Background: an optimization exercise with open tools, aiming at small area and a short achievable clock period. Do not read the settings as production practice. Only simulation tests tie the RTL to the original design; equivalence was not proved. Power and IR drop assume default switching activity.

==> flow/design.v, too long to show whole: its modules and the start of the top module <==
// module inst_decode: 74 lines
// module reg_file: 47 lines
// module read_port: 64 lines
// module a222oi_cell: 11 lines
// module a221oi_cell: 10 lines
// module a22oi_cell: 9 lines
// module alu: 156 lines
// module dotp_unit: 1252 lines
// module add32: 259 lines
// module xor2_cell: 7 lines
// module mux2i_cell: 8 lines
// module xnor2_cell: 7 lines
// module a21oi_cell: 8 lines
// module o21ai_cell: 8 lines
// module nand2_cell: 7 lines
// module nor2_cell: 7 lines
// module a21o_cell: 8 lines
// module exec_stage: 107 lines
// module core_top: 59 lines
module core_top (
	input wire clk,
	input wire res,
	input wire inst_valid,
	input wire [core_pkg::xlen-1:0] inst_code,
	output logic wb_valid,
	output logic [core_pkg::reg_idx_w-1:0] wb_reg,
	output logic [core_pkg::xlen-1:0] wb_data,
	output logic wb_sat
);
  // ...
==> flow/run.sh <==
#!/bin/bash
# synth_recipe.tcl (not shown) runs the flow's synth.tcl, then flattens the netlist and writes it again
# the make line also repeats each setting of config.mk as NAME=value (left out here)
make -C /OpenROAD-flow-scripts/flow DESIGN_CONFIG=/design/flow/config.mk WORK_HOME=/design/flow/orfs CLKGATE_MAP_FILE= SYNTH_SCRIPT=/design/flow/synth_recipe.tcl finish
==> flow/config.mk <==
export PLATFORM = sky130hd
export DESIGN_NAME = core_top
export DESIGN_NICKNAME = core_top
export VERILOG_FILES = /design/flow/design.v
export SDC_FILE = /design/flow/constraint.sdc
export NUM_CORES = 4
export LEC_CHECK = 0
export CAP_MARGIN = 20
export CORE_MARGIN = 2
export CORE_UTILIZATION = 45
export CTS_BUF_LIST = sky130_fd_sc_hd__clkbuf_16
export CTS_CLUSTER_DIAMETER = 80
export CTS_CLUSTER_SIZE = 24
export PLACE_DENSITY = 0.6
export SETUP_SLACK_MARGIN = 5
export SLEW_MARGIN = 20
export SYNTH_HIERARCHICAL = 1
export SYNTH_MINIMUM_KEEP_SIZE = 0
==> flow/constraint.sdc <==
create_clock -name core_clock -period 11.0 [get_ports {clk}]
set_input_delay 2.2000 -clock core_clock [delete_from_list [all_inputs] [get_ports {clk}]]
set_output_delay 2.2000 -clock core_clock [all_outputs]
set_load 0.01 [all_outputs]
==> impl_metrics.tcl, run 1 <==
set metrics [dict create \
    fin_crit_ns 5.90 \
    status "no timing/DRC/antenna violations" \
    fin_skew_ns 0.0733 \
    r2r_setup_slack_ns 5.19 \
    critPathCaptureType "flip-flop" \
    finalWorstSetupSlack_ns 5.10 \
    p_comb_w 0.00123 \
    synth_cell_types 102 \
    finalWirelength_um 254000 \
    met1_usage 0.452 \
    largest_class "registers" \
    die_y_um 376 \
    fin_area_um2 68500 \
    p_int_w 0.00614 \
    dp_hpwl_um 156000 \
    gp_congestion 0.977 \
    n_clock_buffer 58 \
    slew_viol_final 0 \
    core_um2 137000 \
    numCtsBuffers 58 \
    criticalPathCategory "in2reg" \
    dr.pass1.iters 11 \
    top_usage_layer "met2" \
    dr_wl_met2_um 109000 \
    synthCells 4892 \
    seq_cells 1143 \
    grtUsageMet2 0.514 \
    clkTransAtPathRegs_ns 0.10 \
    track_usage 0.345 \
    fmax_mhz 169 \
    synth_area_per_cell_um2 12.7 \
    post_cts_buffers 0 \
    tns_ns 0 \
    worstRegToRegCells 17 \
    ioPinCount 74 \
    crit_chain "clkdlybuf4s50_1 -> xor2_1 -> nor2_1 -> o2111ai_1 -> nor3_4 -> buf_4 -> a22oi_2 -> nand4_1 -> nor2_1 -> nand4_1 -> mux2_2 -> a21o_1" \
]
==> run 2: changes to the inputs <==
--- a/flow/config.mk
+++ b/flow/config.mk
@@ -8,9 +8,9 @@
 export CAP_MARGIN = 20
 export CORE_MARGIN = 2
-export CORE_UTILIZATION = 45
+export CORE_UTILIZATION = 55
 export CTS_BUF_LIST = sky130_fd_sc_hd__clkbuf_16
 export CTS_CLUSTER_DIAMETER = 80
 export CTS_CLUSTER_SIZE = 24
-export PLACE_DENSITY = 0.6
+export PLACE_DENSITY = 0.7
 export SETUP_SLACK_MARGIN = 5
 export SLEW_MARGIN = 20
==> run 2 against run 1 <==
Global-route usage is 4.4 points higher. Critical path depth grew 1. Final area fell by 1.1%. Total power decreased by 3.2%. Sequential power about the same. Sequential share of layout area is 0.56 points higher. Sequential cell count unchanged. Die area shrank 18%. Clock skew down 0.051 ns. Worst setup slack gained 0.12 ns. Synthesized cell count stayed put. Register-to-register slack improved by 0.05 ns. Critical path type unchanged.
==> impl_metrics.tcl, run 2 <==
set metrics [dict create \
    worstHoldStart "exec_stage_inst.ex_rd[2]" \
    cp_data_required_time_ns 11.58 \
    dp.cells 6427 \
    synth_nets 4946 \
    dpl_cell_area_um2 65900 \
    met1_usage 0.482 \
    grt_antenna_before_repair 4 \
    crit_arrival_ns 6.37 \
    yosys.area.top_type "edfxtp_1" \
    vias_per_cell 7.77 \
    synth_area_per_cell_um2 12.7 \
    p_sw_frac 0.266 \
    worst_r2r_endpoint "exec_stage_inst.ex_a[13]" \
    post-place-ws_ns 4.66 \
    worstRegToRegCells 21 \
    layout_commonest_cell "edfxtp_1" \
    p_int_w 0.00603 \
    h-tree-depth 2 \
    criticalPathCategory "in2reg" \
    fin_crit_sh 0.526 \
    numCtsBuffers 54 \
    finalHoldViolCount 0 \
    dr.pass1.iters 17 \
    fmax_mhz 173 \
    routed-via-count 50600 \
    route.antenna.remaining_nets 0 \
    cts_sinks 1143 \
    top_usage_layer "met2" \
    syn_area_um2 62300 \
    critPathCaptureType "flip-flop" \
    synth_cell_types 102 \
    cts_tree "done" \
    yosysSeqAreaShare 0.530 \
    slew_viol_final 0 \
    stdcell_count 6516 \
    max_slew_margin 0.198 \
    r2r_setup_slack_ns 5.24 \
    grt_pass1_vias 48700 \
    route.detailed.drc 0 \
    finalWorstSetupSlack_ns 5.21 \
    synth_top_area_frac 0.479 \
    largest_reg_flops 992 \
    track_usage 0.389 \
    hold_slack_ns 0.404 \
    synthCells 4892 \
    r2r_start "exec_stage_inst.ex_sub" \
    leakage_nw 24.7 \
    gp_congestion 1.02 \
    status "no timing/DRC/antenna violations" \
    synthToLayoutAreaGrowth_pct 8.91 \
    root_buffer "clkbuf_16" \
    finalWirelength_um 234000 \
    min_delay_path_depth 0 \
    post_drt_wl_per_cell_um 35.9 \
    clockBufferDepth 3 \
    cap_violations 0 \
    ioPinCount 74 \
    dp_hpwl_um 144000 \
    n_fill_cell 8845 \
    tns_ns 0 \
    synthTopCellsByCount "992 x edfxtp_1, 675 x a222oi_1, 489 x xnor2_1" \
    grtUsageMet2 0.600 \
    hold_path_end "exec_stage_inst.wb_reg[2]" \
    grt-ovfl-total 0 \
    initialDrtViolationCount 10800 \
    yosysMostFrequentCell "edfxtp_1" \
    die_area_um2 116000 \
    netSwitchingPower_w 0.00219 \
    nets 5044 \
    layout_common_cells "992 x edfxtp_1, 675 x a222oi_1, 467 x xnor2_1" \
    dieWidth_um 340 \
    pwr-share-clk 0.273 \
    fin_crit_ns 5.79 \
    initial_core_util 0.554 \
    port_buffers 73 \
    use_met3 0.124 \
    p_comb_frac 0.146 \
    fin_skew_ns 0.0224 \
    clk_latency_ns 0.70 \
    power_density_nw_per_um2 121 \
    core_um2 112000 \
    hold_class "reg2reg" \
    largest_register "reg_file_inst.regs" \
    start_kind "input pin" \
    ys_ff_latch 1143 \
    async_flop_share 0.0297 \
    rsz0062_at_grt "yes" \
    yosysWarnings 11 \
    synth_ff_type "edfxtp_1" \
    final_layout_size_suffix_gt1_frac 0.134 \
    critPathMaxFanout 32 \
    fp-row-count 123 \
    die_y_um 340 \
    clkTransAtPathRegs_ns 0.10 \
    fin_area_um2 67800 \
    grt_start_max_net_pins 41 \
    worst-slew-pin-transition_ns 1.20 \
    synth-edff-count 992 \
    synth_area_leaders "edfxtp_1 48%, a222oi_1 11%, xnor2_1 6.9%" \
    finalSetupViolCount 0 \
    grt_pass1_wl_um 330000 \
    seqPwrFrac 0.581 \
    peakVddDrop_mv 0.164 \
]
[run 2: changes by cell type in the layout (fill, tap and decap cells not counted), sizes merged]
cell	change
bufinv	-1
clkdlybuf4s50	+3
buf	-11
inv	-3
clkinvlp	-1
clkinv	-8
clkbuf	-3
dlymetal6s2s	-2
[run 2: layout make-up]
class	instances	area (um^2)	area share
Sequential cell	1143	33100	0.488
Multi-Input combinational cell	3439	28800	0.425
Timing Repair Buffer	262	2180	0.0322
Tap cell	1500	1880	0.0277
Clock buffer	55	1380	0.0203
Inverter	90	338	0.00498
Clock inverter	25	138	0.00203
Antenna cell	2	5.00	0.0000738
[run 2: power groups by stage]
stage | Clock [W] | Sequential, W | Combinational [W]
floorplan | 0 | 0.00492 | 0.000735
global placement | 0 | 0.00487 | 0.00111
detailed placement | 0 | 0.00487 | 0.00111
CTS | 0.00224 | 0.00477 | 0.00112
global route | 0.00238 | 0.00477 | 0.00125
finish | 0.00224 | 0.00477 | 0.00120
[run 2: repair_timing]
item,CTS,global route
hold buffers,0,0
pin swaps,0,7
buffers inserted,0,5
gates resized for setup,32,53
endpoints found under the setup margin,27,55
[run 2: worst max path at each step]
stage,startpoint,to,slack (ns)
6_report,inst_code[23],exec_stage_inst.ex_b[0],5.21
5_1_grt,exec_stage_inst.ex_a[10],exec_stage_inst.wb_data[16],4.95
4_1_cts,exec_stage_inst.ex_b[23],exec_stage_inst.wb_data[16],4.99
3_5_place_dp,exec_stage_inst.ex_b[19],exec_stage_inst.wb_data[16],4.66
3_3_place_gp,inst_code[23],exec_stage_inst.ex_b[6],4.77
2_1_floorplan,inst_code[21],exec_stage_inst.ex_sh_n[1],5.36
[run 2: critical path, stage by stage]
cell,delay [ns]
clkdlybuf4s50_1,0.88
nor2_1,0.28
and2_1,0.27
nand3_1,0.14
a31oi_4,0.04
buf_4,0.37
a222oi_1,0.45
nand4_1,0.17
nor2_1,0.58
nand4_1,0.20
mux2_2,0.30
mux2_2,0.27
a21o_1,0.17
[run 2: metrics by stage]
stage / total power, W / utilization
2_1_floorplan: 0.00566 / -
3_3_place_gp: 0.00598 / 0.586
3_5_place_dp: 0.00598 / 0.586
4_1_cts: 0.00813 / 0.600
5_1_grt: 0.00841 / 0.603
6_report: 0.00821 / 0.604
[run 2: kinds of logic (layout without fill, tap and decap cells)]
kind of cell | count (synthesis) | after routing | synth area share
AO/OA/AOI/OAI | 1205 | 1205 | 0.176
flip-flops | 1143 | 1143 | 0.530
AND/OR/NAND/NOR | 1092 | 1092 | 0.0900
XOR/XNOR | 611 | 611 | 0.0864
multiplexers | 511 | 511 | 0.0893
buffers and inverters | 310 | 432 | 0.0250
adder cells (fa/ha/maj) | 20 | 20 | 0.00398
other | 0 | 2 | 0
[run 2: per-module statistics from Yosys, one instance, submodules excluded, excerpt]
module / cells / flops+latches
a222oi_cell: 1 / 0
xnor2_cell: 1 / 0
read_port: 284 / 0
a21o_cell: 1 / 0
o21ai_cell: 1 / 0
dotp_unit: 415 / 0
[run 2: routing by layer]
metal | vias to the layer above | share of wire
met5 | - | 0.00020
met4 | 2 | 0.069
met3 | 987 | 0.15
met2 | 4536 | 0.44
met1 | 24400 | 0.34
li1 | 20600 | -

-- separate check: timing with driven ports --
Ports are ideal in the flow. The routed layouts listed here were re-timed in OpenROAD.
Step 1 assumes that a clkbuf_16 drives the clock port and a buf_2 every other input.
Step 2 moves the port delays by t, midway between the first and last clock arrival at a register: inputs arrive t later, outputs are due t later. That takes back most of the time a late clock gives input paths.
Three values: ideal, step 1, step 2; two values: the first two.
| run | t, ns | setup slack, ns | worst setup path after step 2 | slew at the worst register clock pin (ns) |
|---|---|---|---|---|
| run 1 | 0.790 | 5.095 / 5.145 / 4.355 | input to register | 0.10 / 0.10 |
| run 2 | 0.751 | 5.213 / 5.239 / 4.504 | input to register | 0.11 / 0.11 |
After both steps setup and hold are still met in every run listed. The setup slack of run 1, which loses most, moves by +0.050 ns with the drivers and by -0.740 ns with both steps.
